What follows belongs to an exercise in optimizing a design on an open flow for a short achievable clock period and few clock cycles; a production flow would make more cautious choices.
The RTL was checked by simulation tests, not by an equivalence proof against the original design.
In every run shown here, the design's own scripts or RTL, not TritonCTS, make the clock network.
No driver is modelled on the clock port, so clock power and skew are understated where the tree is cut down; a real chip needs a root buffer or a tree.
Power is estimated from default activity; no workload was simulated.

==> design.v <==
package ahb_master_pkg;
    localparam int ADDR_W     = 32;
    localparam int DATA_W     = 32;
    localparam int FIFO_DEPTH = 16;    
    localparam int CNT_W      = 5;
    localparam int BEAT_BYTES = 4;     
    typedef logic [ADDR_W-1:0] addr_t;
    typedef logic [DATA_W-1:0] data_t;
    typedef logic [3:0]        beat_cnt_t;
    typedef logic [CNT_W-1:0]  fifo_cnt_t;
    typedef enum logic [1:0] {
        BURST_SINGLE = 2'd0,
        BURST_INCR4  = 2'd1,
        BURST_INCR8  = 2'd2,
        BURST_INCR16 = 2'd3
    } burst_code_e;
    typedef enum logic [1:0] {
        HTRANS_IDLE   = 2'b00,
        HTRANS_BUSY   = 2'b01,
        HTRANS_NONSEQ = 2'b10,
        HTRANS_SEQ    = 2'b11
    } htrans_e;
    typedef logic [2:0] hburst_t;
    localparam hburst_t HBURST_SINGLE = 3'b000;
    localparam hburst_t HBURST_INCR4  = 3'b011;
    localparam hburst_t HBURST_INCR8  = 3'b101;
    localparam hburst_t HBURST_INCR16 = 3'b111;
    localparam logic [2:0] HSIZE_WORD = 3'b010;
    typedef struct packed {
        addr_t       addr;
        logic        write;     
        burst_code_e burst;
    } ahb_req_t;
    typedef struct packed {
        addr_t      haddr;
        htrans_e    htrans;
        hburst_t    hburst;
        logic [2:0] hsize;
        logic       hwrite;
        logic       hmastlock;
    } ahb_addr_phase_t;
endpackage
module ahb_master (
    input  logic                            i_clk,
    input  logic                            i_reset_n,
    input  logic                            i_req_valid,
    input  ahb_master_pkg::ahb_req_t        i_req,
    input  logic                            i_wdata_valid,
    input  ahb_master_pkg::data_t           i_wdata,
    output logic                            o_rdata_valid,
    output ahb_master_pkg::data_t           o_rdata,
    output logic                            o_busy,
    output logic                            o_err,
    output ahb_master_pkg::ahb_addr_phase_t o_ahb,
    output ahb_master_pkg::data_t           o_hwdata,
    input  ahb_master_pkg::data_t           i_hrdata,
    input  logic                            i_hready,
    input  logic                            i_hresp
);
    localparam int DEPTH = ahb_master_pkg::FIFO_DEPTH;
    ahb_master_pkg::ahb_req_t q0, q1;
    logic       qv0;        
    logic       busy_q;     
    logic       take;
    logic       pop;
    assign take = i_req_valid && !busy_q;
    logic                      xfer_q;     
    logic [1:0]                bcode_q;    
    logic                      hwrite_q;
    ahb_master_pkg::beat_cnt_t rem_q;      
    logic                      more_q;     
    logic                      rem1_q;     
    logic [31:10]              hi_q;
    logic [9:2]                lo_q;
    logic [1:0]                a10_q;
    logic                      lo_full_q;  
    logic [31:10]              hi_inc_q;   
    logic                      inc_ok_q;   
    logic [31:10]              q0_inc_q;   
    logic                      q0_new_q;   
    logic [DEPTH-1:0]          credit_q;
    logic                      credit_nz;
    assign credit_nz = credit_q[0];
    logic                    cur_xfer;      
    logic                    head_ok;       
    logic                    nx_start;      
    logic                    nx_seq;        
    ahb_master_pkg::htrans_e nx_htrans;
    logic                    nx_wr_issue;   
    logic [1:0]              hb;
    ahb_master_pkg::addr_t   addr_cur;
    ahb_master_pkg::addr_t   addr_nx;
    assign cur_xfer = xfer_q;
    assign head_ok  = qv0 && (!q0.write || credit_nz);
    assign nx_start = !more_q && head_ok;
    assign nx_seq   = more_q && (!hwrite_q || credit_nz) && (inc_ok_q || !lo_full_q);
    assign hb       = q0.burst;
    assign addr_cur = {hi_q, lo_q, a10_q};
    always_comb begin
        if (nx_seq) begin
            nx_htrans = ahb_master_pkg::HTRANS_SEQ;
        end else if (more_q) begin
            nx_htrans = ahb_master_pkg::HTRANS_BUSY;
        end else if (nx_start) begin
            nx_htrans = ahb_master_pkg::HTRANS_NONSEQ;
        end else begin
            nx_htrans = ahb_master_pkg::HTRANS_IDLE;
        end
    end
    always_comb begin
        if (nx_start) begin
            addr_nx = q0.addr;
        end else if (nx_seq) begin
            addr_nx = {lo_full_q ? hi_inc_q : hi_q, lo_q + 8'd1, a10_q};
        end else begin
            addr_nx = addr_cur;
        end
    end
    assign nx_wr_issue = more_q ? (hwrite_q && nx_seq) : (nx_start && q0.write);
    assign pop         = i_hready && nx_start;
    always_ff @(posedge i_clk or negedge i_reset_n) begin
        if (!i_reset_n) begin
            xfer_q   <= 1'b0;
            rem_q    <= '0;
            more_q   <= 1'b0;
            rem1_q   <= 1'b0;
        end else if (i_hready) begin
            xfer_q   <= nx_seq || nx_start;
            if (nx_start) begin
                rem_q  <= {hb == 2'd3, hb[1], hb != 2'd0, hb != 2'd0};
                more_q <= (hb != 2'd0);
                rem1_q <= 1'b0;
            end else if (nx_seq) begin
                rem_q  <= rem_q - ahb_master_pkg::beat_cnt_t'(1);
                more_q <= !rem1_q;
                rem1_q <= (rem_q == 4'd2);
            end
        end
    end
    always_ff @(posedge i_clk) begin
        if (i_hready) begin
            {hi_q, lo_q, a10_q} <= addr_nx;
            if (nx_start) begin
                bcode_q   <= hb;
                hwrite_q  <= q0.write;
                lo_full_q <= (q0.addr[9:2] == 8'hff);
            end else if (nx_seq) begin
                lo_full_q <= (lo_q == 8'hfe);
            end
        end
        hi_inc_q <= pop ? q0_inc_q : hi_q + 22'd1;
        q0_inc_q <= q0.addr[31:10] + 22'd1;
    end
    always_ff @(posedge i_clk or negedge i_reset_n) begin
        if (!i_reset_n) begin
            inc_ok_q <= 1'b0;
            q0_new_q <= 1'b1;
        end else begin
            inc_ok_q <= !(pop && q0_new_q);
            q0_new_q <= pop || !qv0;
        end
    end
    ahb_master_pkg::addr_t   haddr_o;
    ahb_master_pkg::hburst_t hburst_nx;
    ahb_master_pkg::hburst_t hburst_o;
    logic                    hwrite_o;
    ahb_master_pkg::htrans_e htrans_o;
    logic                    hlock_o;
    assign hburst_nx = (i_hready && nx_start) ? {hb[1], hb[0], hb != 2'd0}
                                              : {bcode_q[1], bcode_q[0], bcode_q != 2'd0};
    always_ff @(posedge i_clk) begin
        haddr_o  <= i_hready ? addr_nx : addr_cur;
        hburst_o <= hburst_nx;
        hwrite_o <= (i_hready && nx_start) ? q0.write : hwrite_q;
    end
    always_ff @(posedge i_clk or negedge i_reset_n) begin
        if (!i_reset_n) begin
            htrans_o <= ahb_master_pkg::HTRANS_IDLE;
            hlock_o  <= 1'b0;
        end else begin
            if (i_hready) begin
                htrans_o <= nx_htrans;
                hlock_o  <= (nx_htrans != ahb_master_pkg::HTRANS_IDLE);
            end
        end
    end
    always_ff @(posedge i_clk or negedge i_reset_n) begin
        if (!i_reset_n) begin
            qv0    <= 1'b0;
            busy_q <= 1'b0;
        end else begin
            case ({take, pop})
                2'b10: begin
                    qv0    <= 1'b1;
                    busy_q <= qv0;
                end
                2'b01: begin
                    qv0    <= busy_q;
                    busy_q <= 1'b0;
                end
                default: ;
            endcase
        end
    end
    always_ff @(posedge i_clk) begin
        if (pop || !qv0) begin
            q0 <= busy_q ? q1 : i_req;
        end
        if (!busy_q) begin
            q1 <= i_req;
        end
    end
    logic busy_o;
    always_ff @(posedge i_clk or negedge i_reset_n) begin
        if (!i_reset_n) begin
            busy_o <= 1'b0;
        end else begin
            busy_o <= (busy_q && !pop) || (qv0 && take && !pop);
        end
    end
    ahb_master_pkg::data_t mem [DEPTH];
    logic [DEPTH-1:0]      wsel;         
    logic [DEPTH-1:0]      dsel;         
    logic [DEPTH-1:0]      csel;         
    ahb_master_pkg::data_t head_word;
    ahb_master_pkg::data_t cur_word;
    ahb_master_pkg::data_t hwdata_o;
    logic                  wr_acc;       
    logic                  wr_issue;
    logic                  cr_up, cr_dn;
    assign wr_acc   = i_hready && cur_xfer && hwrite_q;
    assign wr_issue = i_hready && nx_wr_issue;
    assign cr_up    = i_wdata_valid && !wr_issue;
    assign cr_dn    = !i_wdata_valid && wr_issue;
    always_comb begin
        head_word = '0;
        cur_word  = '0;
        for (int k = 0; k < DEPTH; k++) begin
            head_word = head_word | (mem[k] & {ahb_master_pkg::DATA_W{dsel[k]}});
            cur_word  = cur_word  | (mem[k] & {ahb_master_pkg::DATA_W{csel[k]}});
        end
    end
    always_ff @(posedge i_clk or negedge i_reset_n) begin
        if (!i_reset_n) begin
            wsel     <= DEPTH'(1);
            dsel     <= DEPTH'(1);
            csel     <= DEPTH'(1) << (DEPTH - 1);
            credit_q <= '0;
        end else begin
            if (i_wdata_valid) begin
                wsel <= {wsel[DEPTH-2:0], wsel[DEPTH-1]};
            end
            if (wr_acc) begin
                dsel <= {dsel[DEPTH-2:0], dsel[DEPTH-1]};
                csel <= {csel[DEPTH-2:0], csel[DEPTH-1]};
            end
            if (cr_up) begin
                credit_q <= {credit_q[DEPTH-2:0], 1'b1};
            end else if (cr_dn) begin
                credit_q <= {1'b0, credit_q[DEPTH-1:1]};
            end
        end
    end
    always_ff @(posedge i_clk) begin
        for (int k = 0; k < DEPTH; k++) begin
            if (i_wdata_valid && wsel[k]) begin
                mem[k] <= i_wdata;
            end
        end
        hwdata_o <= wr_acc ? head_word : cur_word;
    end
    logic                  dvalid_q;
    logic                  dwrite_q;
    logic                  rdv_q;
    logic                  err_q;
    ahb_master_pkg::data_t rdata_q;
    always_ff @(posedge i_clk or negedge i_reset_n) begin
        if (!i_reset_n) begin
            dvalid_q <= 1'b0;
            dwrite_q <= 1'b0;
            rdv_q    <= 1'b0;
            err_q    <= 1'b0;
        end else begin
            if (i_hready) begin
                dvalid_q <= cur_xfer;
                dwrite_q <= hwrite_q;
            end
            rdv_q <= dvalid_q && !dwrite_q && i_hready;
            err_q <= dvalid_q && i_hready && i_hresp;
        end
    end
    always_ff @(posedge i_clk) begin
        rdata_q <= i_hrdata;
    end
    assign o_busy        = busy_o;
    assign o_rdata_valid = rdv_q;
    assign o_rdata       = rdata_q;
    assign o_err         = err_q;
    assign o_hwdata      = hwdata_o;
    assign o_ahb.haddr     = haddr_o;
    assign o_ahb.htrans    = htrans_o;
    assign o_ahb.hburst    = hburst_o;
    assign o_ahb.hsize     = ahb_master_pkg::HSIZE_WORD;
    assign o_ahb.hwrite    = hwrite_o;
    assign o_ahb.hmastlock = hlock_o;
endmodule
==> flow/run.sh <==
#!/bin/bash
# The standard layout, except for the clock tree: flow/mycts.tcl builds a
# two-level tree (the clock port feeds 4 root buf_16, each of
# which feeds the buf_12 leaf buffers of its part of the die, each
# leaf feeding at most 20 flip-flops) in place of TritonCTS's
# three-level H-tree. Everything else, synthesis included, is standard.sh.
set -euo pipefail
cd "$(dirname "$0")/.."
export PRE_CTS_TCL="$PWD/flow/mycts.tcl"
bash standard.sh finish > standard.log 2>&1
==> flow/mycts.tcl <==
# Two-level clock tree, built before (and in place of) TritonCTS.
# The clock port feeds NROOT root buffers; each root feeds the leaf buffers of
# its part of the die; each leaf buffer feeds a compact group of about
# MYCTS_LEAF clock pins, found by recursive median bisection of the pins'
# positions. Then clock_tree_synthesis is turned into a no-op so that the rest
# of ORFS's cts.tcl (legalization, repair_timing) runs as usual.

set clk_port  [expr {[info exists ::env(MYCTS_PORT)] ? $::env(MYCTS_PORT) : "i_clk"}]
set leaf_max  [expr {[info exists ::env(MYCTS_LEAF)] ? $::env(MYCTS_LEAF) : 20}]
set nroot     [expr {[info exists ::env(MYCTS_NROOT)] ? $::env(MYCTS_NROOT) : 4}]
set leaf_cell [expr {[info exists ::env(MYCTS_LEAF_CELL)] ? $::env(MYCTS_LEAF_CELL) : "sky130_fd_sc_hd__buf_12"}]
set root_cell [expr {[info exists ::env(MYCTS_ROOT_CELL)] ? $::env(MYCTS_ROOT_CELL) : "sky130_fd_sc_hd__buf_16"}]

set db    [ord::get_db]
set block [ord::get_db_block]
set clk   [$block findNet $clk_port]

# Sinks: {x y iterm}
set sinks {}
foreach it [$clk getITerms] {
  set xy [$it getAvgXY]
  lappend sinks [list [lindex $xy 1] [lindex $xy 2] $it]
}
puts "MYCTS: [llength $sinks] sinks on $clk_port"

# Split a list of points into ng groups of near-equal size, by cuts along the
# longer side of their bounding box
proc bisect {pts ng} {
  if {$ng <= 1} { return [list $pts] }
  set xs [lmap p $pts {lindex $p 0}]
  set ys [lmap p $pts {lindex $p 1}]
  set dx [expr {[tcl::mathfunc::max {*}$xs] - [tcl::mathfunc::min {*}$xs]}]
  set dy [expr {[tcl::mathfunc::max {*}$ys] - [tcl::mathfunc::min {*}$ys]}]
  set k [expr {$dx >= $dy ? 0 : 1}]
  set s [lsort -integer -index $k $pts]
  set n1 [expr {$ng / 2}]
  set h [expr {int(round(double([llength $s]) * $n1 / $ng))}]
  return [concat [bisect [lrange $s 0 [expr {$h - 1}]] $n1] [bisect [lrange $s $h end] [expr {$ng - $n1}]]]
}

proc centroid {pts} {
  set sx 0; set sy 0
  foreach p $pts { set sx [expr {$sx + [lindex $p 0]}]; set sy [expr {$sy + [lindex $p 1]}] }
  set n [llength $pts]
  return [list [expr {$sx / $n}] [expr {$sy / $n}]]
}

proc place_at {inst xy} {
  set m [$inst getMaster]
  set x [expr {int([lindex $xy 0] - [$m getWidth] / 2)}]
  set y [expr {int([lindex $xy 1] - [$m getHeight] / 2)}]
  $inst setLocation $x $y
  $inst setPlacementStatus PLACED
}

# Leaf groups of at most leaf_max sinks
set n [llength $sinks]
set nleaf [expr {int(ceil(double($n) / $leaf_max))}]
set groups [bisect $sinks $nleaf]
puts "MYCTS: [llength $groups] leaf groups of up to [tcl::mathfunc::max {*}[lmap g $groups {llength $g}]] sinks"

set leaf_master [$db findMaster $leaf_cell]
set root_master [$db findMaster $root_cell]

# Leaves
set leaves {}
set i 0
foreach g $groups {
  set name "mycts_leaf_$i"
  set inst [odb::dbInst_create $block $leaf_master $name]
  set net  [odb::dbNet_create $block "mycts_leaf_net_$i"]
  $net setSigType CLOCK
  foreach p $g {
    set it [lindex $p 2]
    $it disconnect
    $it connect $net
  }
  [$inst findITerm X] connect $net
  set c [centroid $g]
  place_at $inst $c
  lappend leaves [list {*}$c $inst]
  incr i
}

# Roots: one per part of the leaves
set rgroups [bisect $leaves $nroot]
set i 0
foreach g $rgroups {
  set inst [odb::dbInst_create $block $root_master "mycts_root_$i"]
  set net  [odb::dbNet_create $block "mycts_root_net_$i"]
  $net setSigType CLOCK
  foreach p $g {
    [[lindex $p 2] findITerm A] connect $net
  }
  [$inst findITerm X] connect $net
  [$inst findITerm A] connect $clk
  place_at $inst [centroid $g]
  incr i
}
$clk setSigType CLOCK
puts "MYCTS: [llength $rgroups] roots on $clk_port"

# Leave the rest of cts.tcl to run as usual
rename clock_tree_synthesis tcts_clock_tree_synthesis
proc clock_tree_synthesis {args} {
  puts "MYCTS: clock_tree_synthesis $args skipped, tree built by mycts.tcl"
  set_propagated_clock [all_clocks]
}
proc repair_clock_inverters {args} {}
==> standard.sh <==
#!/bin/bash
# synth_recipe.tcl (not shown) runs the flow's synth.tcl, then flattens the netlist and writes it again
# the make line also repeats each setting of config.mk as NAME=value (left out here)
make -C /OpenROAD-flow-scripts/flow DESIGN_CONFIG=/design/flow/config.mk WORK_HOME=/design/flow/orfs CLKGATE_MAP_FILE= SYNTH_SCRIPT=/design/flow/synth_recipe.tcl "${@:-finish}"
==> config.mk <==
export PLATFORM = sky130hd
export DESIGN_NAME = ahb_master
export DESIGN_NICKNAME = ahb_master
export VERILOG_FILES = /design/flow/design.v
export SDC_FILE = /design/flow/constraint.sdc
export NUM_CORES = 4
export LEC_CHECK = 0
export ABC_CLOCK_PERIOD_IN_PS = 1500
export CAP_MARGIN = 20
export CORE_MARGIN = 2
export CORE_UTILIZATION = 55
export SETUP_SLACK_MARGIN = 4.0
export SLEW_MARGIN = 20
==> constraint.sdc <==
create_clock -name core_clock -period 6.0 [get_ports {i_clk}]
set_input_delay 1.2000 -clock core_clock [delete_from_list [all_inputs] [get_ports {i_clk}]]
set_output_delay 1.2000 -clock core_clock [all_outputs]
set_load 0.01 [all_outputs]
==> run notes, run 1 <==
* Status: complete, no violations
* DIE AREA at 62520 um2
* Sequential cell area fraction in the yosys report at 69.60%
* RSZ-0062 raised after global routing: true
* Compound-cell area share of the yosys netlist at between 10% and 20%
* Number of buffers added on ports at 210
* Fill cells at about 4300
* Min-delay src: dwrite_q$_DFFE_PN0P_
* Leak pwr at 13.92 nW
* R2R depth at 5
* Largest net degree at the start of global routing at 51
* Critical Path RT at 4.80 ns
* Critical path, cell by cell: buf_6
* Slew headroom at between 40% and 50%
* Critical path fanouts, max at 2
* Global-route usage over all layers at 33.78%
* Delay-heaviest family, CP: flip-flops
* DRT Wirelength at 110000 um
* Total iterations of the first detailed-routing run at 8
* Largest family of logic cells by synthesized area: compound AO/OA/AOI/OAI gates
* Final net count at approximately 2600
* CP max stage delay at around 0.40 ns
* Unique masters post-synth at 66
* Startpoint Class: register
* Wire length on met3 at 13700 um
* Initial core utilization at about 55%
* Initial antenna violation count at 4
* Max cap viols at 0
* WP data arrival at 0.90 ns
* Ys Warns at 2
* Share of layout cells above drive strength 1 at 23.87%
* Metal2 WL at 50310 um
* Xor and xnor area share after synthesis at less than 1%
* Peak supply drop at 361.6 uV
* Die Ht at 250.0 um
* DR iter-0 viols at around 3100
* Cells after Synth at 2213
* Setup violators final at 0
* Min cycle time layout at 2.099 ns
* Top-count cell post-synth: edfxtp_1
* Vias in the first global route at between 20000 and 25000
* PwrDens at approximately 340 nW/um2
* DRT met1 WL at 39010 um
* Die width at 250.0 um
* Area delta synth->final at 18.10%
* Worst-margin pin slew at 0.7559 ns
* IO Pins at 214
* Critical path's slowest cell: dfrtp_1
* Reg-to-reg startpoint: csel[9]$_DFFE_PN0P_
* Top sig layer: met5
* Leading register cell type out of synthesis: edfxtp_1
* Global route overflow at 0
* Critical Path Sink Type: output pin
* Worst Hold Class: register to register
* Worst-path clk slew at around 0.080 ns
* Via density per instance at 7.255
* Core outline area at 60130 um2
* Clk Latency, worst-skew pair at just under 0.4 ns
* Synth Area in Simple Gates at about 4.8%
* WS Path Type: register to output pin
* First-pass GRT wire length at 155900 um
* Mux share of post-synthesis cell area at 5.378%
* HPWL Detailed at 52740 um
* Final Hold Fails at 0
* DRT antenna net count at 0
* Synth top area share at 52.58%
* Fin. max-slew vios at 0
* Post-Synth Adder-Cell Area at 0.3006%
* # rows at 90
* Async SR Flop Fraction at under 10%
* # DRC at 0
* Post-synth EDFFs at 583
* Avg Inst Size Synth at 15.04 um2
* Cell accounting for the most synthesized area: edfxtp_1
* Commonest cells post-synth: 583 x edfxtp_1, 257 x a22o_1, 256 x a221oi_1
* Mapped Area at 33290 um2
* Critical Path Start: htrans_o[0]$_DFFE_PN0P_
* #FFs+latches synth at approximately 850
* Cell count along the critical path at 1
* Via count at between 20000 and 25000
* Buf/Inv on CP at 1
* Final clock period utilization by the worst path at 34.98%
* # diodes at 0
* WL/cell at 33.97 um
* Post-route setup TNS at 0 ns
* Routability Congestion at 0.8516
* Hold path cells at 1
* Final Hold Slack at approximately 0.43 ns
* FMAX at roughly 480 MHz
* Clk_skew at around 0.042 ns
* Top post-synthesis cells by area: edfxtp_1 53%, dfxtp_1 11%, a22o_1 6.8%, a221oi_1 6.7%, dfrtp_1 5.9%
[per-layer routing]
metal | GRT usage (%) | vias to the layer above
met4 | 16.58 | 8
met3 | 7.666 | 457
met2 | 53.93 | 1835
li1 | - | 9567
met5 | 0 | -
met1 | 43.90 | 11616
[placed cells by master, fill, tap and decap left out, types with 67 or more instances in the layout]
| master | count |
|---|---|
| a221oi_1 | 256 |
| dfxtp_1 | 112 |
| buf_6 | 89 |
| clkdlybuf4s50_1 | 94 |
| nand4_1 | 79 |
| mux2_2 | 127 |
| dfrtp_1 | 67 |
| buf_12 | 108 |
| a22o_1 | 257 |
| edfxtp_1 | 583 |
[flip-flops by register name, indices dropped and copies added, names as in the netlist, 22 cells and up]
register	count
mem	512
q0	35
q1	35
haddr_o	32
hwdata_o	32
rdata_q	32
hi_inc_q	22
hi_q	22
q0_inc_q	22
[where the power goes]
part | total [W] | leakage, nW | switching [W] | internal (W)
Sequential | 0.00765 | 7.86 | 0.000544 | 0.00711
Clock | 0.00303 | 0.455 | 0.00177 | 0.00126
Combinational | 0.00268 | 5.61 | 0.00136 | 0.00132
Total | 0.0134 | 13.9 | 0.00367 | 0.00969
[cell families after synthesis]
logic type / count (synthesis)
flops: 845
compound gates: 669
simple gates: 292
buf+inv: 201
mux: 163
xor+xnor: 33
fa+ha+maj: 8
other cells: 2
[layout make-up]
class                   count  area (um2)  area share [%]
plain buffers              47       970.9           2.469
inverters                  13       58.81          0.1496
repair buffers            363        4344           11.05
multi-input cells        1187        9666           24.58
well taps                 782       978.4           2.488
flip-flops and latches    845       23300           59.26
[per-stage QoR]
stage                     util (%)  std cells  setup slack [ns]  area, um2  power [W]
after floorplan                  -       2214             3.705      33590   0.009135
after global placement       59.88       3057             2.504      36010   0.009946
after detailed placement     59.88       3057             2.404      36010    0.01001
after CTS                    64.45       3210             3.875      38760    0.01318
after global routing         65.39       3237             3.871      39320    0.01389
final                        65.39       3237             3.901      39320    0.01336
[path summary, 6_finish.rpt]
check / end / slack [ns]
min in group asynchronous: dwrite_q$_DFFE_PN0P_ / 0.79
worst min register to register: rdv_q$_DFF_PN0_ / 0.43
worst min-delay path: rdv_q$_DFF_PN0_ / 0.43
max in group asynchronous: csel[6]$_DFFE_PN0P_ / 4.29
worst max register to register: hwdata_o[6]$_DFF_P_ / 4.01
worst max-delay path: o_ahb[8] / 3.90
[repair_timing]
action | CTS | global route
buffers inserted | 82 | 20
gates cloned | 24 | 7
resized for setup | 614 | 71
endpoints found under the setup margin | 897 | 309
pin swaps | 29 | 6
hold buffers | 0 | 0
Testbench counts, summed over its fixed seeds: cycles 14,166.
==> run 2, diff against run 1 <==
--- a/flow/run.sh
+++ b/flow/run.sh
@@ -5,3 +5,5 @@
 # leaf feeding at most 20 flip-flops) in place of TritonCTS's
-# three-level H-tree. Everything else, synthesis included, is standard.sh.
+# three-level H-tree. Before that, each flip-flop that drives an output
+# port's buffer is moved next to that buffer (legalized by cts.tcl's detailed
+# placement). Everything else, synthesis included, is standard.sh.
 set -euo pipefail
--- a/flow/mycts.tcl
+++ b/flow/mycts.tcl
@@ -16,2 +16,35 @@
 set clk   [$block findNet $clk_port]
+
+# Flip-flops that drive an output port's buffer go next to that buffer, so
+# that their clock-to-output delay sees a short wire; detailed placement
+# legalizes them after this script
+set moved 0
+if {![info exists ::env(MYCTS_MOVE_OUT)] || $::env(MYCTS_MOVE_OUT)} {
+  foreach bt [$block getBTerms] {
+    if {[$bt getIoType] ne "OUTPUT"} { continue }
+    set onet [$bt getNet]
+    if {$onet eq "NULL"} { continue }
+    set buf ""
+    foreach it [$onet getITerms] {
+      if {[$it isOutputSignal]} { set buf [$it getInst] }
+    }
+    if {$buf eq ""} { continue }
+    set ff ""
+    foreach it [$buf getITerms] {
+      if {![$it isInputSignal]} { continue }
+      set n [$it getNet]
+      if {$n eq "NULL"} { continue }
+      foreach d [$n getITerms] {
+        if {[$d isOutputSignal] && [[$d getInst] getMaster] ne "" && [[[$d getInst] getMaster] isSequential]} {
+          set ff [$d getInst]
+        }
+      }
+    }
+    if {$ff eq ""} { continue }
+    set bl [$buf getLocation]
+    $ff setLocation [lindex $bl 0] [lindex $bl 1]
+    incr moved
+  }
+}
+puts "MYCTS: moved $moved output flip-flops next to their port buffers"
 
==> run 2 against run 1 <==
Total power up 1.2%. Critical endpoint is now o_ahb[0]. Flip-flop and latch count unchanged. Largest cell class unchanged. Largest power group unchanged. Clock skew decreased by 0.011 ns. Die area is the same. Clock power hardly changed.
==> run notes, run 2 <==
* Status: complete, no violations
* Cells after Synth at 2213 (unchanged)
* Global Route met1 Usage at 45.65% (+1.7 points)
* DR iter-0 viols at 3079 (-0.71%)
* Global-route usage over all layers at 34.42% (+0.64 points)
* Reg-to-reg critical path endpoint: hwdata_o[6]$_DFF_P_
* Total iterations of the first detailed-routing run at 6 (-2)
* Area delta synth->final at 18.58%
* Synth top area share at 52.58% (unchanged)
* Mapped Area at 33290 um2 (unchanged)
* Critical Path RT at 4.80 ns (about the same)
* Critical path fanouts, max at 2 (unchanged)
* Final Hold Fails at 0 (unchanged)
* Critical path, cell by cell: buf_6
* Cell accounting for the most synthesized area: edfxtp_1
* Unique masters post-synth at 66 (unchanged)
* DRT Wirelength at 111100 um (+1.0%)
* DRT antenna net count at 0 (unchanged)
* Reg-to-reg startpoint: csel[3]$_DFFE_PN0P_
* Top reg by flops: mem
* Top post-synthesis cells by area: edfxtp_1 53%, dfxtp_1 11%, a22o_1 6.8%, a221oi_1 6.7%, dfrtp_1 5.9%
* Global route overflow at 0 (unchanged)
* First-pass GRT wire length at 158400 um (+1.6%)
* Share of layout cells above drive strength 1 at 24.99% (+1.1 points)
* RSZ-0062 raised after global routing: true
* WP data arrival at 0.90 ns (about the same)
* Worst-margin pin slew at 0.7474 ns (-0.008536 ns)
* Clk_skew at 0.03066 ns (-0.01112 ns)
* Via count at 23453 (-0.13%)
* Final core occ at 65.65% (+0.26 points)
* PwrDens at 342.6 nW/um2 (+0.81%)
* Async SR Flop Fraction at 9.822% (unchanged)
* IO Pins at 214 (unchanged)
* Critical Path Sink Type: output pin
* R2R Setup Slk at 4.01 ns (about the same)
* Final net count at 2580 (+0.39%)
* Cell count along the critical path at 1 (unchanged)
* Startpoint Class: register
* Die Ht at 250.0 um (unchanged)
* Leak pwr at 13.99 nW (+0.50%)
* Max cap viols at 0 (unchanged)
* WS Path Type: register to output pin
* Final clock period utilization by the worst path at 35.02% (+0.039 points)
* Post-route setup TNS at 0 ns (unchanged)
* R2R depth at 5 (unchanged)
* Largest net degree at the start of global routing at 51 (unchanged)
* Most common cell after layout, fill and taps aside: edfxtp_1
* Routability Congestion at 0.8516 (unchanged)
* Worst Hold Class: register to register
* Peak supply drop at 351.6 uV (-2.8%)
* Commonest cells post-synth: 583 x edfxtp_1, 257 x a22o_1, 256 x a221oi_1
* # DRC at 0 (unchanged)
* Slew headroom at 50.17% (+0.57 points)
* Vias in the first global route at 23146 (+0.082%)
* Die width at 250.0 um (unchanged)
* FMAX at 476.0 MHz (-0.11%)
* HPWL Detailed at 52740 um (unchanged)
* Number of buffers added on ports at 210 (unchanged)
* Via density per instance at 7.223 (-0.44%)
* Avg Inst Size Synth at 15.04 um2 (unchanged)
* Buf/Inv on CP at 1 (unchanged)
* DIE AREA at 62520 um2 (unchanged)
* Hold Path End: inc_ok_q$_DFF_PN0_
* Biggest regs: mem x512, q0 x35, q1 x35
* # rows at 90 (unchanged)
* Min cycle time layout at 2.101 ns (+0.002350 ns)
* Hold bufs inserted after CTS at 0 (unchanged)
* Routing usage on met2 at 54.96% (+1.0 points)
* # diodes at 0 (unchanged)
* CP max stage delay at 0.40 ns (about the same)
* Worst-path clk slew at 0.09 ns (about the same)
* Core outline area at 60130 um2 (unchanged)
* WL/cell at 34.22 um (+0.73%)
* Initial antenna violation count at 5 (+1)
* Sequential cell area fraction in the yosys report at 69.60% (unchanged)
* Top-count cell post-synth: edfxtp_1
* Max reg flops at 512 (unchanged)
* Leading register cell type out of synthesis: edfxtp_1
* Initial core utilization at 55.37% (unchanged)
* Commonest cells after routing, fill and taps aside: 583 x edfxtp_1, 257 x a22o_1, 256 x a221oi_1
* Hold path cells at 1 (unchanged)
* Critical path's slowest cell: dfrtp_1
* Clk Latency, worst-skew pair at 0.38 ns (about the same)
* #FFs+latches synth at 845 (unchanged)
* Fin. max-slew vios at 0 (unchanged)
* Min-delay src: q0_new_q$_DFF_PN1_
* Grt peak-use layer: met2
* Met3 usage at 6.998% (-0.67 points)
* Delay-heaviest family, CP: flip-flops
* Setup violators final at 0 (unchanged)
* Ys Warns at 2 (unchanged)
* Post-synth EDFFs at 583 (unchanged)
==> run 2: worst max path at each step <==
stage	start	to	slack [ns]
2_1_floorplan	i_hready	credit_q[10]$_DFFE_PN0P_	3.70
3_3_place_gp	i_hready	haddr_o[23]$_DFF_P_	2.50
3_5_place_dp	i_hready	haddr_o[31]$_DFF_P_	2.40
4_1_cts	hlock_o$_DFFE_PN0P_	o_ahb[0]	3.88
5_1_grt	hlock_o$_DFFE_PN0P_	o_ahb[0]	3.86
6_report	hlock_o$_DFFE_PN0P_	o_ahb[0]	3.90
==> run 2: metal layers <==
metal,vias up,share of wire (%)
li1,9573,-
met1,11606,36
met2,1811,46
met3,451,12
met4,12,6.0
met5,-,0.060
==> run 2: logic make-up after synthesis <==
family / Yosys count / share of synthesized area [%]
adder cells (fa/ha/maj): 8 / 0.3007
other: 2 / 0.02256
flip-flops: 845 / 69.60
buffers and inverters: 201 / 2.484
AND/OR/NAND/NOR: 292 / 4.840
XOR/XNOR: 33 / 0.8681
AO/OA/AOI/OAI: 669 / 16.51
multiplexers: 163 / 5.378
==> run 2: what timing repair did <==
item | in CTS | in global routing
pin swaps | 35 | 8
cloned | 27 | 4
setup endpoints to repair | 897 | 273
setup buffers | 82 | 30
gates resized for setup | 591 | 128
==> run 2: per-stage QoR <==
step	total power [W]	hold WS (ns)	std cells	area [um2]	setup slack [ns]
floorplan	0.009135	0.3969	2214	33590	3.705
finish	0.01353	0.4480	3247	39480	3.899
global placement	0.009946	0.4146	3057	36010	2.504
global route	0.01406	0.4550	3247	39480	3.861
detailed placement	0.01001	0.4187	3057	36010	2.404
CTS	0.01330	0.4505	3213	38710	3.883
==> run 2: worst reg2reg max path, stage by stage, from the launching register on <==
cell	delay, ns
dfrtp_1	0.42
buf_6	0.28
a22o_1	0.28
a221oi_1	0.35
nand4_1	0.19
mux2_2	0.36
==> run 2: layout make-up <==
type                       instances  area (um2)
sequential                       845       23310
fill                            4285       20650
multi-input combinational       1188        9766
timing repair buffer             372        4399
tap                              782       978.4
buffer                            47       970.9
inverter                          13       58.81
==> run 2: report_power, final <==
group / total, W / switching [W] / internal (W)
clock network: 0.00303 / 0.00177 / 0.00126
registers: 0.00763 / 0.000529 / 0.00711
logic: 0.00286 / 0.00146 / 0.00140
total: 0.0135 / 0.00376 / 0.00976
==> run 3, diff against run 2 <==
--- a/design.v
+++ b/design.v
@@ -63,6 +63,8 @@
     logic       busy_q;     
+    logic       busy_o;     
     logic       take;
     logic       pop;
-    assign take = i_req_valid && !busy_q;
+    assign take = i_req_valid && !busy_o;
     logic                      xfer_q;     
+    logic                      sb_q;       
     logic [1:0]                bcode_q;    
@@ -123,2 +125,3 @@
             xfer_q   <= 1'b0;
+            sb_q     <= 1'b0;
             rem_q    <= '0;
@@ -128,2 +131,3 @@
             xfer_q   <= nx_seq || nx_start;
+            sb_q     <= more_q;
             if (nx_start) begin
@@ -180,6 +184,4 @@
         end else begin
-            if (i_hready) begin
-                htrans_o <= nx_htrans;
-                hlock_o  <= (nx_htrans != ahb_master_pkg::HTRANS_IDLE);
-            end
+            htrans_o <= i_hready ? nx_htrans : ahb_master_pkg::htrans_e'({xfer_q, sb_q});
+            hlock_o  <= i_hready ? (nx_htrans != ahb_master_pkg::HTRANS_IDLE) : (xfer_q || sb_q);
         end
@@ -212,9 +214,4 @@
     end
-    logic busy_o;
-    always_ff @(posedge i_clk or negedge i_reset_n) begin
-        if (!i_reset_n) begin
-            busy_o <= 1'b0;
-        end else begin
-            busy_o <= (busy_q && !pop) || (qv0 && take && !pop);
-        end
+    always_ff @(posedge i_clk) begin
+        busy_o <= (busy_q && !pop) || (qv0 && take && !pop);
     end
==> run 3 against run 2 <==
Still clean. Largest power group unchanged. Clock skew increased by 0.0092 ns. Wire length grew 1.4%. Synthesized cell count up 2.3%.
==> run notes, run 3 <==
* Critical Path RT at 4.80 ns (about the same)
* DIE AREA at 62580 um2 (about the same)
* RSZ-0062 raised after global routing: true
* Final net count at 2632 (+2.0%)
* Final Hold Slack at 0.4303 ns (-0.01776 ns)
* WL/cell at 34.14 um (-0.23%)
* Startpoint Class: register
* Top reg by flops: mem
* # DRC at 0 (unchanged)
* Die width at 250.2 um (about the same)
* Mapped Area at 33330 um2 (about the same)
* Post-Place Setup Slack at 2.346 ns (-0.05843 ns)
* Final clock period utilization by the worst path at 34.76% (-0.26 points)
* Commonest cells after routing, fill and taps aside: 583 x edfxtp_1, 194 x a22oi_1, 160 x a22o_1, 160 x a221oi_1, 106 x buf_12
* Worst-path clk slew at 0.09 ns (about the same)
* CP max stage delay at 0.40 ns (about the same)
* Final core occ at 65.59% (about the same)
* DRT antenna net count at 0 (unchanged)
* Initial antenna violation count at 4 (-1)
* #FFs+latches synth at 846 (+0.12%)
* Min-delay src: q0_inc_q[20]$_DFF_P_
* HPWL Detailed at 52210 um (-1.0%)
* Area delta synth->final at 18.36%
* R2R Setup Slk at 3.99 ns (-0.02 ns)
* Global route overflow at 0 (unchanged)
* Global-route usage over all layers at 35.10% (+0.68 points)
* Worst Hold Class: register to register
* Via density per instance at 7.078 (-2.0%)
* Unique masters post-synth at 59 (-11%)
* Synth top area share at 52.53% (about the same)
* Commonest cells post-synth: 583 x edfxtp_1, 194 x a22oi_1, 180 x dfxtp_1
* Setup violators final at 0 (unchanged)
* Worst-margin pin slew at 0.7728 ns (+0.02545 ns)
* Buf/Inv on CP at 1 (unchanged)
* Reg-to-reg startpoint: credit_q[0]$_DFFE_PN0P_
* Reg-to-reg critical path endpoint: credit_q[2]$_DFFE_PN0P_
* Ys Warns at 2 (unchanged)
* Total iterations of the first detailed-routing run at 8 (+2)
* Routability Congestion at 0.8555 (+0.46%)
* Async SR Flop Fraction at 9.811% (-0.012 points)
* FMAX at 479.5 MHz (+0.74%)
* Leading register cell type out of synthesis: edfxtp_1
* Number of buffers added on ports at 210 (unchanged)
* Slew headroom at 48.48% (-1.7 points)
* Sequential cell area fraction in the yosys report at 69.59% (about the same)
* IO Pins at 214 (unchanged)
* Top-count cell post-synth: edfxtp_1
* Critical path's slowest cell: dfrtp_1
* Hold path cells at 2 (+1)
* Min cycle time layout at 2.086 ns (-0.01533 ns)
* Fin. max-slew vios at 0 (unchanged)
* Max cap viols at 0 (unchanged)
* Critical Path Sink Type: output pin
* Final Hold Fails at 0 (unchanged)
* First-pass GRT wire length at 160300 um (+1.2%)
* PnR worst setup slack at 3.914 ns (+0.01533 ns)
* Cell accounting for the most synthesized area: edfxtp_1
* Hold Path End: hi_inc_q[20]$_DFF_P_
* DRT Wirelength at 112600 um (+1.4%)
* Share of layout cells above drive strength 1 at 24.04% (-0.95 points)
* Delay-heaviest family, CP: flip-flops
* # diodes at 0 (unchanged)
* WP data arrival at 0.89 ns (about the same)
* Biggest regs: mem x512, q0 x35, q1 x35
* Clk Latency, worst-skew pair at 0.39 ns (about the same)
* Most common cell after layout, fill and taps aside: edfxtp_1
* Initial core utilization at 55.42% (about the same)
* Critical path fanouts, max at 1 (-1)
* Post-synth EDFFs at 583 (unchanged)
* Leak pwr at 13.69 nW (-2.2%)
* PwrDens at 351.0 nW/um2 (+2.4%)
* Critical path, cell by cell: buf_6
* WS Path Type: register to output pin
* Vias in the first global route at 22915 (-1.0%)
* DR iter-0 viols at 3153 (+2.4%)
* Cells after Synth at 2264 (+2.3%)
* Via count at 23349 (-0.44%)
* Clk_skew at 0.03990 ns (+0.009241 ns)
* Avg Inst Size Synth at 14.72 um2 (-2.2%)
* Post-route setup TNS at 0 ns (unchanged)
* Top post-synthesis cells by area: edfxtp_1 53%, dfxtp_1 11%, dfrtp_1 5.9%, a22oi_1 4.4%, a22o_1 4.2%
* Max reg flops at 512 (unchanged)
* Die Ht at 250.2 um (about the same)
* Status: complete, no violations
* Power Total at 0.01384 W (+2.4%)
* Peak supply drop at 357.7 uV (+1.7%)
* Core outline area at 60130 um2 (unchanged)
* Largest net degree at the start of global routing at 74 (+45%)
* R2R depth at 10 (+5)
* # rows at 90 (unchanged)
* Hold bufs inserted after CTS at 0 (unchanged)
## run 3: changes by cell type after synthesis, sizes merged, moves of 9 or more
cell	before	now
a22oi	1	194
a221oi	256	160
a22o	257	161
nand4	81	16
nand3	28	87
mux2	127	93
clkbuf	157	124
a41oi	0	32
buf	31	62
and3	12	41
nand2	48	77
nor3	8	37
o21ai	24	46
a31oi	11	2
## run 3: power breakdown
| part | internal, W | leakage [nW] | switching [W] |
|---|---|---|---|
| clock network | 0.00126 | 0.455 | 0.00178 |
| registers | 0.00719 | 7.85 | 0.000587 |
| logic | 0.00148 | 5.38 | 0.00155 |
| total | 0.00993 | 13.7 | 0.00391 |
## run 3: repair_timing
| action | CTS | global route |
|---|---|---|
| gates cloned | 27 | 1 |
| gates resized for setup | 603 | 115 |
| setup endpoints to repair | 875 | 224 |
| endpoints found under the hold margin | 0 | 0 |
| setup buffers | 91 | 24 |
| pin swaps | 40 | 9 |
## run 3: stage by stage
step	cells	instance area [um2]
after CTS	3274	38810
final	3299	39440
after global placement	3109	36010
after global routing	3299	39440
after floorplan	2265	33600
after detailed placement	3109	36010
## run 3: worst max-delay path by stage
stage / end / startpoint / cells after the start
6_report: o_rdata_valid / rdv_q$_DFF_PN0_ / 1
3_5_place_dp: hwdata_o[25]$_DFF_P_ / i_hready / 5
5_1_grt: o_ahb[8] / htrans_o[0]$_DFF_PN0_ / 1
4_1_cts: o_ahb[8] / htrans_o[0]$_DFF_PN0_ / 1
3_3_place_gp: hwdata_o[16]$_DFF_P_ / i_hready / 5
2_1_floorplan: credit_q[2]$_DFFE_PN0P_ / i_hready / 8
## run 3: per-layer routing
layer,part of all wire (%),vias up,track usage [%]
met2,46,1812,55.90
li1,-,9627,-
met1,35,11470,46.36
met4,5.6,6,15.30
met5,0.035,-,0
met3,13,434,8.230
## run 3: cell families (layout without fill, tap and decap cells)
family | count (synthesis) | after routing | share of synthesized area, %
other | 2 | 3 | 0.02254
adders and majority gates | 8 | 8 | 0.3004
and+or+nand+nor | 339 | 361 | 5.249
xor gates and xnor gates | 47 | 47 | 1.235
buffers and inverters | 196 | 425 | 2.568
muxes | 129 | 129 | 4.224
AOI/OAI and AO/OA | 697 | 698 | 16.81
DFF | 846 | 846 | 69.59
## run 3: layout make-up
cell class | instances | area, um2
Sequential cell | 846 | 23340
Timing Repair Buffer | 368 | 4333
Multi-Input combinational cell | 1246 | 9754
Inverter | 10 | 63.81
Buffer | 47 | 970.9
Fill cell | 4296 | 20690
Tap cell | 782 | 978.4
## run 3: worst reg2reg max path, stage by stage (launching register included)
cell,delay (ns)
dfrtp_1,0.43
nand2b_4,0.17
nor3b_4,0.15
buf_6,0.13
buf_6,0.11
a22o_4,0.26
nand2_4,0.06
ha_4,0.17
buf_12,0.13
mux2i_2,0.20
o21ai_1,0.09
Testbench counts of run 3, summed over its fixed seeds: cycles 14,166.
==> run 4, diff against run 3 <==
--- a/flow/run.sh
+++ b/flow/run.sh
@@ -4,3 +4,3 @@
 # which feeds the buf_12 leaf buffers of its part of the die, each
-# leaf feeding at most 20 flip-flops) in place of TritonCTS's
+# leaf feeding at most 24 flip-flops) in place of TritonCTS's
 # three-level H-tree. Before that, each flip-flop that drives an output
--- a/flow/mycts.tcl
+++ b/flow/mycts.tcl
@@ -8,3 +8,3 @@
 set clk_port  [expr {[info exists ::env(MYCTS_PORT)] ? $::env(MYCTS_PORT) : "i_clk"}]
-set leaf_max  [expr {[info exists ::env(MYCTS_LEAF)] ? $::env(MYCTS_LEAF) : 20}]
+set leaf_max  [expr {[info exists ::env(MYCTS_LEAF)] ? $::env(MYCTS_LEAF) : 24}]
 set nroot     [expr {[info exists ::env(MYCTS_NROOT)] ? $::env(MYCTS_NROOT) : 4}]
==> run 4 against run 3 <==
Still clean on timing, DRC and antenna. Die area unchanged. Clock skew down 0.015 ns. Critical path depth unchanged. Fmax up 0.37%. Clock power down 7.9%. Critical path type unchanged. Largest cell class unchanged.
==> run notes, run 4 <==
* Status: complete, no violations
* PwrDens at 344.7 nW/um2 (-1.8%)
* Largest net degree at the start of global routing at 74 (unchanged)
* Via density per instance at 7.120 (+0.59%)
* Critical path's slowest cell: dfrtp_1
* DR iter-0 viols at 3291 (+4.4%)
* Leak pwr at 13.65 nW (-0.32%)
* Sw Ratio at 28.18% (-0.098 points)
* WS Path Type: register to output pin
* CP max stage delay at 0.40 ns (about the same)
* Global route overflow at 0 (unchanged)
* Hold bufs inserted after CTS at 0 (unchanged)
* Delay-heaviest family, CP: flip-flops
* Initial antenna violation count at 3 (-1)
* Biggest regs: mem x512, q0 x35, q1 x35
* Min cycle time layout at 2.078 ns (-0.007660 ns)
* Avg Inst Size Synth at 14.72 um2 (unchanged)
* Initial core utilization at 55.42% (unchanged)
* Die width at 250.2 um (unchanged)
* Routability Congestion at 0.8555 (unchanged)
* Final Hold Fails at 0 (unchanged)
* Clk_skew at 0.02529 ns (-0.01461 ns)
* Most common cell after layout, fill and taps aside: edfxtp_1
* Share of power burned in registers at 57.2% (+1.0 points)
* Cells after Synth at 2264 (unchanged)
* #FFs+latches synth at 846 (unchanged)
* WL/cell at 34.01 um (-0.38%)
* WP data arrival at 0.88 ns (about the same)
* R2R depth at 10 (unchanged)
* Core outline area at 60130 um2 (unchanged)
* Worst-path clk slew at 0.10 ns (about the same)
* Async SR Flop Fraction at 9.811% (unchanged)
* Global-route usage over all layers at 35.17% (+0.067 points)
* HPWL Detailed at 52210 um (unchanged)
* FMAX at 481.2 MHz (+0.37%)
* Peak supply drop at 473.4 uV (+32%)
* Commonest cells post-synth: 583 x edfxtp_1, 194 x a22oi_1, 180 x dfxtp_1
* RSZ-0062 raised after global routing: true
* Post-synth EDFFs at 583 (unchanged)
* Critical path fanouts, max at 1 (unchanged)
* Layout Cells excl Fill at 3300 (+0.030%)
* R2R Setup Slk at 3.95 ns (-0.04 ns)
* Commonest cells after routing, fill and taps aside: 583 x edfxtp_1, 194 x a22oi_1, 160 x a22o_1, 160 x a221oi_1, 108 x buf_6
* Area delta synth->final at 18.26% (about the same)
* Hold path cells at 2 (unchanged)
* Worst-margin pin slew at 0.7740 ns (+0.001126 ns)
* Setup violators final at 0 (unchanged)
* # rows at 90 (unchanged)
* Switching power at 0.003828 W (-2.2%)
* Startpoint Class: register
* Reg-to-reg critical path endpoint: credit_q[8]$_DFFE_PN0P_
* Placed cell count at 3109 (unchanged)
* Critical path, cell by cell: buf_6
* Reg-to-reg startpoint: credit_q[0]$_DFFE_PN0P_
* Final clock period utilization by the worst path at 34.63% (-0.13 points)
* DRT Wirelength at 112200 um (-0.35%)
* Dpl cell area at 36010 um2 (unchanged)
* Clk Latency, worst-skew pair at 0.37 ns (-0.02 ns)
* Unique masters post-synth at 59 (unchanged)
* Die Ht at 250.2 um (unchanged)
* Critical Path Sink Type: output pin
* Leading register cell type out of synthesis: edfxtp_1
* Hold Path End: hi_inc_q[16]$_DFF_P_
* Total iterations of the first detailed-routing run at 8 (unchanged)
* # DRC at 0 (unchanged)
* Cell-internal power at 0.009758 W (-1.7%)
* Final net count at 2633 (+0.038%)
* Comb power frac at 22.2% (+0.4 points)
* Max reg flops at 512 (unchanged)
* First-pass GRT wire length at 160800 um (+0.31%)
* Final Cell Area at 39410 um2 (about the same)
* Worst Hold Class: register to register
* DRT antenna net count at 0 (unchanged)
* Slew headroom at 48.40% (-0.075 points)
* Synth top area share at 52.53% (unchanged)
* Sequential cell area fraction in the yosys report at 69.59% (unchanged)
* Power Total at 0.01359 W (-1.9%)
* Post-route setup TNS at 0 ns (unchanged)
* Min-delay src: q0_inc_q[16]$_DFF_P_
* Critical Path RT at 4.80 ns (about the same)
* IO Pins at 214 (unchanged)
* Via count at 23495 (+0.63%)
* Clock power share at 20.6% (-1.4 points)
* Fin. max-slew vios at 0 (unchanged)
* Top post-synthesis cells by area: edfxtp_1 53%, dfxtp_1 11%, dfrtp_1 5.9%, a22oi_1 4.4%, a22o_1 4.2%
* Number of buffers added on ports at 210 (unchanged)
* Top-count cell post-synth: edfxtp_1
* Mapped Area at 33330 um2 (unchanged)
* DIE AREA at 62580 um2 (unchanged)
* Max cap viols at 0 (unchanged)
* Buf/Inv on CP at 1 (unchanged)
* Ys Warns at 2 (unchanged)
* Cell accounting for the most synthesized area: edfxtp_1
* Vias in the first global route at 23049 (+0.58%)
* Share of layout cells above drive strength 1 at 24.27% (+0.23 points)
* # diodes at 0 (unchanged)
* Top reg by flops: mem
## run 4: per-layer routing
metal | routed length [um] | track usage, %
met5 | 25 | 0
met4 | 5845 | 14.63
met3 | 15280 | 9.228
met2 | 51320 | 55.48
met1 | 39770 | 46.54
## run 4: worst max-delay path by stage
stage | startpoint | endpoint | slack (ns) | depth (start not counted)
final | rdv_q$_DFF_PN0_ | o_rdata_valid | 3.92 | 1
after CTS | rdv_q$_DFF_PN0_ | o_rdata_valid | 3.90 | 1
after floorplan | i_hready | credit_q[2]$_DFFE_PN0P_ | 3.69 | 8
after global placement | i_hready | hwdata_o[16]$_DFF_P_ | 2.41 | 5
after detailed placement | i_hready | hwdata_o[25]$_DFF_P_ | 2.35 | 5
after global routing | htrans_o[0]$_DFF_PN0_ | o_ahb[8] | 3.88 | 1
## run 4: repair_timing
action | in CTS | in global routing
pin swaps | 37 | 8
buffers inserted | 90 | 33
resized for setup | 631 | 103
endpoints found under the setup margin | 875 | 231
gates cloned | 28 | 0
hold endpoints to repair | 0 | 0
## run 4: final cells by class
type                       count  area (um2)
tap                          782       978.4
multi-input combinational   1245        9748
timing repair buffer         377        4442
inverter                      10       63.81
fill                        4255       20720
buffer                        40       830.8
sequential                   846       23350
## run 4: cells by family after synthesis
logic type / Yosys count / share of synthesized area (%)
AOI/OAI and AO/OA: 697 / 16.81
xor gates and xnor gates: 47 / 1.235
adders and majority gates: 8 / 0.3004
buffers and inverters: 196 / 2.568
DFF: 846 / 69.59
muxes: 129 / 4.224
other: 2 / 0.02254
and+or+nand+nor: 339 / 5.249
## run 4: power by group through the flow
stage | Clock, W | Combinational (W) | Sequential [W]
6_report | 0.00280 | 0.00302 | 0.00777
5_1_grt | 0.00304 | 0.00327 | 0.00786
4_1_cts | 0.00283 | 0.00290 | 0.00774
3_5_place_dp | 0 | 0.00257 | 0.00786
3_3_place_gp | 0 | 0.00250 | 0.00784
2_1_floorplan | 0 | 0.00172 | 0.00773
## run 4: through the flow
step / utilization [%] / hold slack [ns] / setup WS [ns]
final: 65.54 / 0.4311 / 3.922
after CTS: 64.45 / 0.4286 / 3.898
after global routing: 65.54 / 0.4536 / 3.884
after detailed placement: 59.88 / 0.4150 / 2.346
after global placement: 59.88 / 0.4065 / 2.408
after floorplan: - / 0.3918 / 3.689
==> run 5, diff against run 4 <==
--- a/design.v
+++ b/design.v
@@ -63,8 +63,6 @@
     logic       busy_q;     
-    logic       busy_o;     
     logic       take;
     logic       pop;
-    assign take = i_req_valid && !busy_o;
-    logic                      xfer_q;     
-    logic                      sb_q;       
+    assign take = i_req_valid && !busy_q;
+    ahb_master_pkg::htrans_e   htrans_q;
     logic [1:0]                bcode_q;    
@@ -80,4 +78,2 @@
     logic                      inc_ok_q;   
-    logic [31:10]              q0_inc_q;   
-    logic                      q0_new_q;   
     logic [DEPTH-1:0]          credit_q;
@@ -94,3 +90,3 @@
     ahb_master_pkg::addr_t   addr_nx;
-    assign cur_xfer = xfer_q;
+    assign cur_xfer = htrans_q[1];
     assign head_ok  = qv0 && (!q0.write || credit_nz);
@@ -124,4 +120,3 @@
         if (!i_reset_n) begin
-            xfer_q   <= 1'b0;
-            sb_q     <= 1'b0;
+            htrans_q <= ahb_master_pkg::HTRANS_IDLE;
             rem_q    <= '0;
@@ -130,4 +125,3 @@
         end else if (i_hready) begin
-            xfer_q   <= nx_seq || nx_start;
-            sb_q     <= more_q;
+            htrans_q <= nx_htrans;
             if (nx_start) begin
@@ -154,4 +148,3 @@
         end
-        hi_inc_q <= pop ? q0_inc_q : hi_q + 22'd1;
-        q0_inc_q <= q0.addr[31:10] + 22'd1;
+        hi_inc_q <= hi_q + 22'd1;
     end
@@ -160,6 +153,4 @@
             inc_ok_q <= 1'b0;
-            q0_new_q <= 1'b1;
         end else begin
-            inc_ok_q <= !(pop && q0_new_q);
-            q0_new_q <= pop || !qv0;
+            inc_ok_q <= !pop;
         end
@@ -184,4 +175,4 @@
         end else begin
-            htrans_o <= i_hready ? nx_htrans : ahb_master_pkg::htrans_e'({xfer_q, sb_q});
-            hlock_o  <= i_hready ? (nx_htrans != ahb_master_pkg::HTRANS_IDLE) : (xfer_q || sb_q);
+            htrans_o <= i_hready ? nx_htrans : htrans_q;
+            hlock_o  <= i_hready ? (nx_htrans != ahb_master_pkg::HTRANS_IDLE) : (htrans_q != ahb_master_pkg::HTRANS_IDLE);
         end
@@ -214,4 +205,9 @@
     end
-    always_ff @(posedge i_clk) begin
-        busy_o <= (busy_q && !pop) || (qv0 && take && !pop);
+    logic busy_o;
+    always_ff @(posedge i_clk or negedge i_reset_n) begin
+        if (!i_reset_n) begin
+            busy_o <= 1'b0;
+        end else begin
+            busy_o <= (busy_q && !pop) || (qv0 && take && !pop);
+        end
     end
@@ -231,2 +227,3 @@
     assign cr_dn    = !i_wdata_valid && wr_issue;
+    assign csel = {dsel[0], dsel[DEPTH-1:1]};
     always_comb begin
@@ -243,3 +240,2 @@
             dsel     <= DEPTH'(1);
-            csel     <= DEPTH'(1) << (DEPTH - 1);
             credit_q <= '0;
@@ -251,3 +247,2 @@
                 dsel <= {dsel[DEPTH-2:0], dsel[DEPTH-1]};
-                csel <= {csel[DEPTH-2:0], csel[DEPTH-1]};
             end
==> flow/run.sh (replaced) <==
#!/bin/bash
# The standard layout, except for the clock tree: flow/mycts.tcl builds a
# two-level tree of clkbuf_16 (the clock port feeds 4 root buffers, each of
# which feeds the leaf buffers of its part of the die) in place of TritonCTS's
# three-level H-tree. Everything else, synthesis included, is standard.sh.
set -euo pipefail
cd "$(dirname "$0")/.."
export PRE_CTS_TCL="$PWD/flow/mycts.tcl"
bash standard.sh finish > standard.log 2>&1
==> flow/mycts.tcl (replaced) <==
# Two-level clock tree, built before (and in place of) TritonCTS.
# The clock port feeds NROOT root buffers; each root feeds the leaf buffers of
# its part of the die; each leaf buffer feeds a compact group of about
# LEAF_SINKS clock pins, found by recursive median bisection of the pins'
# positions. Then clock_tree_synthesis is turned into a no-op so that the rest
# of ORFS's cts.tcl (legalization, repair_timing) runs as usual.

set clk_port  [expr {[info exists ::env(MYCTS_PORT)] ? $::env(MYCTS_PORT) : "i_clk"}]
set leaf_max  [expr {[info exists ::env(MYCTS_LEAF)] ? $::env(MYCTS_LEAF) : 28}]
set nroot     [expr {[info exists ::env(MYCTS_NROOT)] ? $::env(MYCTS_NROOT) : 4}]
set leaf_cell [expr {[info exists ::env(MYCTS_LEAF_CELL)] ? $::env(MYCTS_LEAF_CELL) : "sky130_fd_sc_hd__clkbuf_16"}]
set root_cell [expr {[info exists ::env(MYCTS_ROOT_CELL)] ? $::env(MYCTS_ROOT_CELL) : "sky130_fd_sc_hd__clkbuf_16"}]

set db    [ord::get_db]
set block [ord::get_db_block]
set clk   [$block findNet $clk_port]

# Sinks: {x y iterm}
set sinks {}
foreach it [$clk getITerms] {
  set xy [$it getAvgXY]
  lappend sinks [list [lindex $xy 1] [lindex $xy 2] $it]
}
puts "MYCTS: [llength $sinks] sinks on $clk_port"

# Split a list of points into groups of at most max, by median cuts along the
# longer side of their bounding box
proc bisect {pts max} {
  if {[llength $pts] <= $max} { return [list $pts] }
  set xs [lmap p $pts {lindex $p 0}]
  set ys [lmap p $pts {lindex $p 1}]
  set dx [expr {[tcl::mathfunc::max {*}$xs] - [tcl::mathfunc::min {*}$xs]}]
  set dy [expr {[tcl::mathfunc::max {*}$ys] - [tcl::mathfunc::min {*}$ys]}]
  set k [expr {$dx >= $dy ? 0 : 1}]
  set s [lsort -integer -index $k $pts]
  set h [expr {[llength $s] / 2}]
  return [concat [bisect [lrange $s 0 [expr {$h - 1}]] $max] [bisect [lrange $s $h end] $max]]
}

proc centroid {pts} {
  set sx 0; set sy 0
  foreach p $pts { set sx [expr {$sx + [lindex $p 0]}]; set sy [expr {$sy + [lindex $p 1]}] }
  set n [llength $pts]
  return [list [expr {$sx / $n}] [expr {$sy / $n}]]
}

proc place_at {inst xy} {
  set m [$inst getMaster]
  set x [expr {int([lindex $xy 0] - [$m getWidth] / 2)}]
  set y [expr {int([lindex $xy 1] - [$m getHeight] / 2)}]
  $inst setLocation $x $y
  $inst setPlacementStatus PLACED
}

# Leaf groups: a power-of-two count so the sizes stay even
set n [llength $sinks]
set nleaf 1
while {$n > $nleaf * $leaf_max} { set nleaf [expr {$nleaf * 2}] }
set per [expr {int(ceil(double($n) / $nleaf))}]
set groups [bisect $sinks $per]
puts "MYCTS: [llength $groups] leaf groups of up to $per sinks"

set leaf_master [$db findMaster $leaf_cell]
set root_master [$db findMaster $root_cell]

# Leaves
set leaves {}
set i 0
foreach g $groups {
  set name "mycts_leaf_$i"
  set inst [odb::dbInst_create $block $leaf_master $name]
  set net  [odb::dbNet_create $block "mycts_leaf_net_$i"]
  $net setSigType CLOCK
  foreach p $g {
    set it [lindex $p 2]
    $it disconnect
    $it connect $net
  }
  [$inst findITerm X] connect $net
  set c [centroid $g]
  place_at $inst $c
  lappend leaves [list {*}$c $inst]
  incr i
}

# Roots: one per part of the leaves
set rgroups [bisect $leaves [expr {int(ceil(double([llength $leaves]) / $nroot))}]]
set i 0
foreach g $rgroups {
  set inst [odb::dbInst_create $block $root_master "mycts_root_$i"]
  set net  [odb::dbNet_create $block "mycts_root_net_$i"]
  $net setSigType CLOCK
  foreach p $g {
    [[lindex $p 2] findITerm A] connect $net
  }
  [$inst findITerm X] connect $net
  [$inst findITerm A] connect $clk
  place_at $inst [centroid $g]
  incr i
}
$clk setSigType CLOCK
puts "MYCTS: [llength $rgroups] roots on $clk_port"

# Leave the rest of cts.tcl to run as usual
rename clock_tree_synthesis tcts_clock_tree_synthesis
proc clock_tree_synthesis {args} {
  puts "MYCTS: clock_tree_synthesis $args skipped, tree built by mycts.tcl"
  set_propagated_clock [all_clocks]
}
proc repair_clock_inverters {args} {}
--- a/config.mk
+++ b/config.mk
@@ -10,4 +10,4 @@
 export CORE_MARGIN = 2
-export CORE_UTILIZATION = 55
-export SETUP_SLACK_MARGIN = 4.0
+export CORE_UTILIZATION = 40
+export SETUP_SLACK_MARGIN = 4.5
 export SLEW_MARGIN = 20
==> run 5 against run 4 <==
Wire length is 17% higher. Die area up 31%. Flip-flop and latch count shrank 41. Cell count up 8.8%. Register-to-register slack improved by 0.03 ns. Critical endpoint is now o_ahb[9].
==> run notes, run 5 <==
* Status: complete, no violations
* Mapped Area at 31880 um2 (-4.3%)
* FMAX at 456.2 MHz (-5.2%)
* Worst-path clk slew at 0.11 ns (about the same)
* Critical path's slowest cell: dfrtp_2
* RSZ-0062 raised after global routing: true
* Commonest cells post-synth: 583 x edfxtp_1, 258 x a22o_1, 255 x a221oi_1
* Slew headroom at 60.34% (+12 points)
* Routability Congestion at 0.8192 (-4.2%)
* Global route overflow at 0 (unchanged)
* # rows at 103 (+14%)
* Most common cell after layout, fill and taps aside: edfxtp_1
* Global-route usage over all layers at 29.57% (-5.6 points)
* Clk_skew at 0.03733 ns (+0.01204 ns)
* Biggest regs: mem x512, q0 x35, q1 x35
* Final net count at 2651 (+0.68%)
* Via density per instance at 6.869 (-3.5%)
* WS Path Type: register to output pin
* #FFs+latches synth at 805 (-4.8%)
* Critical path fanouts, max at 2 (+1)
* Cell count along the critical path at 1 (unchanged)
* Ys Warns at 2 (unchanged)
* Commonest cells after routing, fill and taps aside: 583 x edfxtp_1, 257 x a22o_1, 171 x buf_6
* Clk Latency, worst-skew pair at 0.42 ns (+0.05 ns)
* Post-route setup TNS at 0 ns (unchanged)
* Max reg flops at 512 (unchanged)
* Critical path, cell by cell: buf_6
* PnR worst setup slack at 3.808 ns (-0.1140 ns)
* WL/cell at 36.62 um (+7.7%)
* R2R depth at 6 (-4)
* Async SR Flop Fraction at 8.075% (-1.7 points)
* Area delta synth->final at 40.83%
* Worst-margin pin slew at 0.5949 ns (-0.1790 ns)
* Post-synth EDFFs at 583 (unchanged)
* DRT Wirelength at 131400 um (+17%)
* Delay-heaviest family, CP: flip-flops
* Core outline area at 79000 um2 (+31%)
* Hold path cells at 1 (-1)
* Fin. max-slew vios at 0 (unchanged)
* Vias in the first global route at 24083 (+4.5%)
* Die Ht at 286.3 um (+14%)
* Footprint of the multi-input gates at 11390 um2 (+17%)
* DRT antenna net count at 0 (unchanged)
* Top-count cell post-synth: edfxtp_1
* Register area at 22470 um2 (-3.7%)
* Setup violators final at 0 (unchanged)
* Share of layout cells above drive strength 1 at 45.13% (+21 points)
* Final Hold Slack at 0.4641 ns (+0.03301 ns)
* Leading register cell type out of synthesis: edfxtp_1
* Leak pwr at 16.06 nW (+18%)
* HPWL Detailed at 43640 um (-16%)
* Startpoint Class: register
* Final clock period utilization by the worst path at 36.53% (+1.9 points)
* WP data arrival at 0.99 ns (+0.11 ns)
* Cells after Synth at 2052 (-9.4%)
* Via count at 24653 (+4.9%)
* DIE AREA at 81970 um2 (+31%)
* First-pass GRT wire length at 175500 um (+9.1%)
* Initial core utilization at 40.35% (-15 points)
* Top post-synthesis cells by area: edfxtp_1 55%, dfxtp_1 9.9%, a22o_1 7.1%, a221oi_1 7.0%, dfrtp_1 4.9%
* Critical Path RT at 4.80 ns (about the same)
* Max cap viols at 0 (unchanged)
* Number of buffers added on ports at 210 (unchanged)
* IO Pins at 214 (unchanged)
* Post-Place Setup Slack at 2.703 ns (+0.3570 ns)
* Top reg by flops: mem
* Hold bufs inserted after CTS at 0 (unchanged)
* Initial antenna violation count at 6 (+3)
* # DRC at 0 (unchanged)
* Buf/Inv on CP at 1 (unchanged)
* Avg Inst Size Synth at 15.54 um2 (+5.5%)
* DR iter-0 viols at 3797 (+15%)
* Synth top area share at 54.92% (+2.4 points)
* Unique masters post-synth at 65 (+10%)
* PwrDens at 322.3 nW/um2 (-6.5%)
* Worst Hold Class: register to register
* Min cycle time layout at 2.192 ns (+0.1140 ns)
* Power Total at 0.01447 W (+6.5%)
* Cell accounting for the most synthesized area: edfxtp_1
* Total iterations of the first detailed-routing run at 8 (unchanged)
* Final Cell Area at 44890 um2 (+14%)
* CP max stage delay at 0.45 ns (+0.05 ns)
* Critical Path Sink Type: output pin
* Dpl cell area at 34780 um2 (-3.4%)
* Largest net degree at the start of global routing at 67 (-9.5%)
* Final Hold Fails at 0 (unchanged)
* Die width at 286.3 um (+14%)
* Sequential cell area fraction in the yosys report at 69.89% (+0.30 points)
* Fill cells at 5677 (+33%)
* Peak supply drop at 356.3 uV (-25%)
-- run 5: changes by cell type in the layout (fill, tap and decap cells not counted), moves of 57 or more --
cell             delta
a22oi_1           -171
nand4_1            +57
a22o_1             +97
mux2_4             +92
mux2_2             -75
buf_6              +63
buf_16             +69
clkdlybuf4s50_1    -65
nand3_1            -78
a221oi_2          +140
-- run 5: logic make-up after synthesis --
| group | count (synthesis) | synth area share [%] |
|---|---|---|
| AO/OA/AOI/OAI | 640 | 16.92 |
| XOR/XNOR | 25 | 0.6869 |
| adder cells (fa/ha/maj) | 7 | 0.2747 |
| buffers and inverters | 180 | 3.144 |
| flip-flops | 805 | 69.89 |
| multiplexers | 125 | 4.400 |
| other | 2 | 0.02356 |
| AND/OR/NAND/NOR | 268 | 4.663 |
-- run 5: cell type report --
type                    instances  area share [%]
diodes                          2         0.01115
plain buffers                  36           2.007
inverters                      13          0.1282
multi-input cells            1098           25.36
flip-flops and latches        805           50.06
well taps                    1050           2.926
repair buffers                585           19.50
-- run 5: power breakdown --
part / internal, W / switching (W)
logic: 0.00232 / 0.00208
clock network: 0.00109 / 0.00170
registers: 0.00674 / 0.000547
-- run 5: stage by stage --
stage | utilization, % | std cells
global placement | 44.00 | 3159
finish | 56.83 | 3589
floorplan | - | 2053
CTS | 54.48 | 3543
global route | 56.82 | 3587
detailed placement | 44.02 | 3160
-- run 5: what timing repair did --
item / CTS / global route
cloned: 94 / 8
gates resized for setup: 1143 / 272
buffers inserted: 253 / 36
endpoints found under the setup margin: 1514 / 860
pin swaps: 117 / 81
-- run 5: path summary, 6_finish.rpt --
path	startpoint	endpoint	slack [ns]
worst max-delay path	htrans_o[1]$_DFFE_PN0P_	o_ahb[9]	3.81
max in group asynchronous	i_reset_n	dsel[15]$_DFFE_PN0P_	4.63
worst min-delay path	dwrite_q$_DFFE_PN0P_	rdv_q$_DFF_PN0_	0.46
worst min register to register	dwrite_q$_DFFE_PN0P_	rdv_q$_DFF_PN0_	0.46
min in group asynchronous	i_reset_n	wsel[9]$_DFFE_PN0P_	0.86
worst max register to register	dsel[2]$_DFFE_PN0P_	hwdata_o[10]$_DFF_P_	3.98
-- run 5: routing by layer --
layer  GRT usage (%)  part of all wire [%]  vias to the layer above
li1                -                     -                     9539
met1           37.38                    34                    12284
met2           45.92                    44                     2202
met3           8.347                    14                      618
met4           16.41                   7.4                       10
met5               0                 0.075                        -
Testbench counts of run 5, summed over its fixed seeds: cycles 14,174.

-- static timing again, ports no longer ideal --
No port has a modelled driver above. Below, the same layouts with a new extraction and two added sets of constraints.
Step 1 (the two cells are an assumption about what drives the block):
set clk [get_ports {i_clk}]
set_driving_cell -lib_cell sky130_fd_sc_hd__clkbuf_16 $clk
set_driving_cell -lib_cell sky130_fd_sc_hd__buf_2 [delete_from_list [all_inputs] $clk]
Step 2 adds t to the input delays and takes it off the output delays; t is the mean of the earliest and latest rising clock arrival at the registers after step 1. Input paths then give back, and output paths get back, about the clock's delay inside the block.
Slacks: ideal / step 1 / step 2; pairs: ideal / step 1.
run	t, ns	setup slack, ns	worst setup path after step 2	latest minus earliest clock arrival (ns)	worst register clock-pin slew, ns
run 1	0.518	3.901 / 3.750 / 3.507	input to register	0.042 / 0.042	0.09 / 0.09
run 2	0.521	3.899 / 3.742 / 3.452	input to register	0.035 / 0.034	0.09 / 0.09
run 3	0.525	3.914 / 3.760 / 3.417	input to register	0.040 / 0.040	0.09 / 0.09
run 4	0.514	3.922 / 3.763 / 3.375	input to register	0.027 / 0.027	0.10 / 0.10
run 5	0.546	3.808 / 3.663 / 3.381	input to register	0.041 / 0.041	0.12 / 0.12
After both steps setup and hold are still met in every run listed. For run 4, which loses most, drivers alone change the setup slack by -0.159 ns; drivers and shift together by -0.547 ns.
